What follows belongs to an exercise in optimizing a design on an open flow for small area; a production flow would make more cautious choices.
RTL that was checked went through simulation tests only; none was proved equivalent to the original.
Power is estimated from default activity; no workload was simulated.

Design serial_parallel_converter, start of the top module:
module serial_parallel_converter #(
    parameter int unsigned parallelWidth = 512,
    parameter int unsigned serialWidth   = 8
) (
    input  logic                                              clk,
    input  logic                                              rst,
    input  logic [serialWidth-1:0]                            inData,
    input  logic                                              inDataPresent,
    input  logic                                              inDataStartOfFrame,
    input  logic                                              inDataEndOfFrame,
    input  logic                                              inDataError,
    output logic [parallelWidth-1:0]                          outData,
    output logic                                              outValid,
    input  logic                                              outReady,
    output logic                                              outStartOfFrame,
    output logic                                              outEndOfFrame,
    output logic                                              outError,
    output logic [$clog2(parallelWidth/serialWidth):0]        outBytes,
    output logic                                              overflow
);
Size: about 2,500 cells after synthesis, about 1,000 flip-flops, about 540 I/O pins, about 33,000 sq um of cells after synthesis.
==> flow/config.mk <==
export PLATFORM = sky130hd
export DESIGN_NAME = serial_parallel_converter
export DESIGN_NICKNAME = serial_parallel_converter
export VERILOG_FILES = /design/flow/design.v
export SDC_FILE = /design/flow/constraint.sdc
export NUM_CORES = 4
export LEC_CHECK = 0
export CAP_MARGIN = 20
export CORE_MARGIN = 2
export CORE_UTILIZATION = 80
export SLEW_MARGIN = 20
export SYNTH_HIERARCHICAL = 1
==> flow/constraint.sdc <==
create_clock -name core_clock -period 4.0 [get_ports {clk}]
set_input_delay 0.8000 -clock core_clock [delete_from_list [all_inputs] [get_ports {clk}]]
set_output_delay 0.8000 -clock core_clock [all_outputs]
set_load 0.01 [all_outputs]
standard.sh (not shown) runs the stock make flow with config.mk's settings and CLKGATE_MAP_FILE= SYNTH_SCRIPT=/design/flow/synth_recipe.tcl, a recipe that flattens the netlist after the stock synthesis.
==> flow/flow/run.sh <==
#!/bin/bash
# Standard ORFS layout with two changes: the port buffers are the smallest buffer
# (buf_1) and the clock tree uses the buffers and clustering given below, without dummy loads.
set -euo pipefail
export BUFFER_PORTS_ARGS="-buffer_cell sky130_fd_sc_hd__buf_1"
export CTS_ARGS="-sink_clustering_enable -repair_clock_nets -dont_use_dummy_load -buf_list sky130_fd_sc_hd__clkbuf_16 -sink_clustering_size 36 -sink_clustering_max_diameter 50"
bash standard.sh > make_finish.log 2>&1
The first run passed the timing, DRC and antenna checks.
Next try:
--- a/flow/flow/run.sh
+++ b/flow/flow/run.sh
@@ -6 +6 @@
-export CTS_ARGS="-sink_clustering_enable -repair_clock_nets -dont_use_dummy_load -buf_list sky130_fd_sc_hd__clkbuf_16 -sink_clustering_size 36 -sink_clustering_max_diameter 50"
+export CTS_ARGS="-sink_clustering_enable -repair_clock_nets -dont_use_dummy_load -buf_list sky130_fd_sc_hd__clkbuf_8 -sink_clustering_size 16 -sink_clustering_max_diameter 60"
CORE_UTILIZATION = 70   (was 80)
PLACE_DENSITY = 0.85   (was unset)
The new run finished clean.
Non-clock buffer count came out higher by 14.
Final area stays flat.
Clock power shrinks by 9.4%.
Setup slack degrades by 0.19 ns.
Fmax drops by 6.1%.
Area after synthesis does not change.
Next try:
PLACE_DENSITY = unset   (was 0.85)
- sequential share of layout area climbs by 0.13 points
- clock-buffer cell count drops by 1
- wire length climbs by 0.41%
- combinational power climbs by about 0.8%
- die area is unchanged
- maximum frequency climbs by about 10%
- synthesized cell count is unchanged
- worst setup slack is better by 0.28 ns
- synthesized area is unchanged

---

indigo:
Another version of the RTL of serial_parallel_converter (not shown whole).
Size: ~1000 flip-flops, about 540 I/O pins.
export LEC_CHECK = 0
export CAP_MARGIN = 20
export CORE_MARGIN = 2
export CORE_UTILIZATION = 40
export SLEW_MARGIN = 20
export SYNTH_HIERARCHICAL = 1
create_clock -name core_clock -period 4.0 [get_ports {clk}]
==> flow/flow/run.sh <==
#!/bin/bash
# Standard ORFS layout with two changes: the port buffers are the smallest buffer
# (buf_1) and the clock tree uses the buffers and clustering given below, without dummy loads.
set -euo pipefail
export BUFFER_PORTS_ARGS="-buffer_cell sky130_fd_sc_hd__buf_1"
export CTS_ARGS="-sink_clustering_enable -repair_clock_nets -dont_use_dummy_load -buf_list sky130_fd_sc_hd__clkbuf_16 -sink_clustering_size 25 -sink_clustering_max_diameter 80"
bash standard.sh > make_finish.log 2>&1
diff inputs: indigo => pepper
diff --git a/flow/config.mk b/flow/config.mk
--- a/flow/config.mk
+++ b/flow/config.mk
@@ -8,5 +8,5 @@
 export CAP_MARGIN = 20
 export CORE_MARGIN = 2
-export CORE_UTILIZATION = 40
+export CORE_UTILIZATION = 55
 export SLEW_MARGIN = 20
 export SYNTH_HIERARCHICAL = 1
[summary]
The lower worst hold path cell count came out of indigo.
On share of power burned in combinational logic, pepper tracks indigo almost exactly.
Going from indigo to pepper, number of global-route vias before repair shrank slightly.
pepper vs indigo: final antenna diode count up in pepper
Hold buffer count at CTS: pepper vs indigo identical
Going from indigo to pepper, layout overhead on the synthesized area now smaller, part of the power in the clock network shows a reduction of 0.7 points, number of buffers and inverters on the critical path went up 1.
--- input diff pepper..onyx ---
diff --git a/flow/config.mk b/flow/config.mk
--- a/flow/config.mk
+++ b/flow/config.mk
@@ -6,7 +6,7 @@
 export NUM_CORES = 4
 export LEC_CHECK = 0
-export CAP_MARGIN = 20
+export CAP_MARGIN = 5
 export CORE_MARGIN = 2
-export CORE_UTILIZATION = 55
-export SLEW_MARGIN = 20
+export CORE_UTILIZATION = 40
+export SLEW_MARGIN = 5
 export SYNTH_HIERARCHICAL = 1
### Flow results
- [diff] first-pass GRT wire length, onyx relative to pepper: regression
- Lower layout-stage area growth over the synthesis result goes to pepper over onyx.
- Compared with pepper, in onyx number of antenna violations at the first check in global routing decreased by 1 relative to the old numbers; via count of the first global-routing pass up about 1.8%; power increased by 1.1% relative to the old numbers.
- Between pepper and onyx, the cell count went up.
- onyx — number of antenna repair diodes 2 lower, pepper as reference
- On utilization: onyx sits below pepper.
- Detailed route, onyx vs pepper: via total lower for onyx
- Between pepper and onyx, fraction of power consumed by the clock network increased.
No functional check of the RTL was part of any run of this note.

==> what the ideal ports hide <==
The results above use ideal ports. As a check the final layouts listed here were re-extracted and re-timed, cells and wires unchanged.
Step 1 assumes that a clkbuf_16 drives the clock port and a buf_2 every other input.
Step 2 times the ports against the registers' clock, not the clock port: input delays grow and output delays shrink by t, the midpoint of the rising clock arrivals with the driver on.
Slacks: ideal / step 1 / step 2; pairs: ideal / step 1.
run	t (ns)	setup WS [ns]	worst hold slack (ns)	clock arrival spread, ns	worst register clock-pin slew, ns
the first run of note 1	0.675	1.129 / 1.128 / 0.453	0.455 / 0.483 / 0.483	0.073 / 0.074	0.12 / 0.12
the second run of note 1	0.722	0.944 / 0.937 / 0.215	0.427 / 0.484 / 0.484	0.044 / 0.044	0.10 / 0.10
the third run of note 1	0.734	1.227 / 1.227 / 0.524	0.401 / 0.459 / 0.483	0.031 / 0.031	0.10 / 0.10
indigo	0.658	1.012 / 1.012 / 0.434	0.480 / 0.480 / 0.480	0.050 / 0.050	0.10 / 0.10
pepper	0.675	0.934 / 0.934 / 0.301	0.477 / 0.480 / 0.480	0.029 / 0.029	0.10 / 0.10
onyx	0.658	1.012 / 1.012 / 0.434	0.480 / 0.480 / 0.480	0.050 / 0.050	0.10 / 0.10
After both steps every run listed still meets setup and hold. The setup slack of the second run of note 1, which loses most, moves by -0.007 ns with the drivers and by -0.729 ns with both steps.
